Background: an optimization exercise with open tools, aiming at a short achievable clock period and few clock cycles. Do not read the settings as production practice. In this exercise RTL edits were held to simulation tests only and were not proved equivalent to the original.

Design cpu_top, start of the top module:
module cpu_top (
    input  logic                             clk,
    input  logic                             rstn,
    output logic [cpu_pipe_pkg::XLEN-1:0]    imem_addr_o,
    input  logic [cpu_pipe_pkg::XLEN-1:0]    imem_data_i,
    output logic [cpu_pipe_pkg::DMEM_AW-1:0] dmem_addr_o,
    output logic [cpu_pipe_pkg::XLEN-1:0]    dmem_wdata_o,
    output logic                             dmem_we_o,
    input  logic [cpu_pipe_pkg::XLEN-1:0]    dmem_rdata_i
);
For scale: ~7,900 cells after synthesis, roughly 1,900 flip-flops, about 150 I/O pins, roughly 0.092 mm2 of cells after synthesis.
Settings: LEC_CHECK=0, CAP_MARGIN=20, CORE_MARGIN=2, CORE_UTILIZATION=40, SLEW_MARGIN=20; clock period 10.0 ns.
standard.sh (not shown) runs the stock make flow with config.mk's settings and CLKGATE_MAP_FILE= SYNTH_SCRIPT=/design/flow/synth_recipe.tcl, a recipe that flattens the netlist after the stock synthesis.
==> flow/flow/run.sh <==
#!/bin/bash
# Standard ORFS layout (the standard.sh, unchanged synthesis and steps), with
# the resizer's setup repair aimed past the clock constraint: it keeps working
# until the setup slack reaches SETUP_SLACK_MARGIN ns. The full make output goes
# to standard_finish.log.
set -euo pipefail
bash standard.sh SETUP_SLACK_MARGIN=7 finish > standard_finish.log 2>&1
The first run completed with no timing, DRC or antenna violations.
Testbench counts at the start, summed over its fixed seeds: cycles 174,028.
Next try:
==> flow/run.sh (new file) <==
#!/bin/bash
# synth_recipe.tcl (not shown) runs the flow's synth.tcl, then flattens the netlist and writes it again
# the make line also repeats each setting of config.mk as NAME=value (left out here)
make -C /OpenROAD-flow-scripts/flow DESIGN_CONFIG=/design/flow/config.mk WORK_HOME=/design/flow/orfs CLKGATE_MAP_FILE= SYNTH_SCRIPT=/design/flow/synth_recipe.tcl finish
- SETUP_SLACK_MARGIN: default -> 5
removed: flow/flow/run.sh
removed: flow/standard.sh
After rerunning:
- utilization came out lower by 5.0 points
- first-iteration DRC count came out lower by 0.66%
- via count came out lower by about 6%

* * *

Setup of main:
Another version of the RTL of cpu_top (not shown whole).
Size: roughly 7900 cells after synthesis, about 150 I/O pins, about 0.095 mm^2 of cells after synthesis.
==> flow/config.mk <==
export PLATFORM = sky130hd
export DESIGN_NAME = cpu_top
export DESIGN_NICKNAME = cpu_top
export VERILOG_FILES = /design/flow/design.v
export SDC_FILE = /design/flow/constraint.sdc
export NUM_CORES = 4
export LEC_CHECK = 0
export CAP_MARGIN = 20
export CORE_MARGIN = 2
export CORE_UTILIZATION = 35
export SLEW_MARGIN = 20
==> flow/constraint.sdc <==
create_clock -name core_clock -period 10.0 [get_ports {clk}]
set_input_delay 2.0000 -clock core_clock [delete_from_list [all_inputs] [get_ports {clk}]]
set_output_delay 2.0000 -clock core_clock [all_outputs]
set_load 0.01 [all_outputs]
==> flow/flow/run.sh <==
#!/bin/bash
# Standard ORFS layout (the standard.sh, unchanged synthesis and steps), with
# the resizer's setup repair aimed past the clock constraint: it keeps working
# until the setup slack reaches SETUP_SLACK_MARGIN ns. The full make output goes
# to standard_finish.log.
set -euo pipefail
bash standard.sh SETUP_SLACK_MARGIN=7 finish > standard_finish.log 2>&1
Testbench counts of main, summed over its fixed seeds: cycles 174,028.
Relative to main, the following input files were edited for the feature branch:
# main
export LEC_CHECK = 0
export CAP_MARGIN = 20
export CORE_MARGIN = 2
export CORE_UTILIZATION = 35
export SLEW_MARGIN = 20
create_clock -name core_clock -period 10.0 [get_ports {clk}]
# the feature branch
export LEC_CHECK = 0
export CAP_MARGIN = 20
export CORE_MARGIN = 2
export CORE_UTILIZATION = 40
export SLEW_MARGIN = 20
create_clock -name core_clock -period 10.0 [get_ports {clk}]
==> summary.txt <==
Taking main as the reference point, the area growth from synthesis to final layout of the feature branch falls by 0.36 points. Of the feature branch and main, it is the feature branch that has the higher number of signal-net inverters in the final layout. The feature branch against main: core utilization grew by 5.9 points; count of clock-buffer cells in the layout shrank by 3. Setup slack for the feature branch: 0.015 ns up relative to main. The period utilization was comparable across main and the feature branch.

## static timing again, ports no longer ideal
How much do the figures lean on ideal ports? The routed layouts below were timed once more, with nothing changed but the port constraints. Step 1, drivers: a clkbuf_16 drives clk and a buf_2 each remaining input, both assumed. Step 2 times the ports against the registers' clock, not the clock port: input delays grow and output delays shrink by t, the midpoint of the rising clock arrivals with the driver on. Slacks: ideal / step 1 / step 2; pairs: ideal / step 1.
run	t (ns)	setup WS [ns]	worst slew at a driven data input, ns
the first run of note 1	0.968	6.417 / 6.322 / 5.998	0.27
the second run of note 1	0.946	5.234 / 5.220 / 5.234	0.09
main	0.960	6.579 / 6.483 / 6.032	0.19
the feature branch	0.961	6.594 / 6.502 / 5.797	0.27
After both steps every run listed still meets setup and hold. The setup slack of the feature branch, which loses most, moves by -0.092 ns with the drivers and by -0.797 ns with both steps.
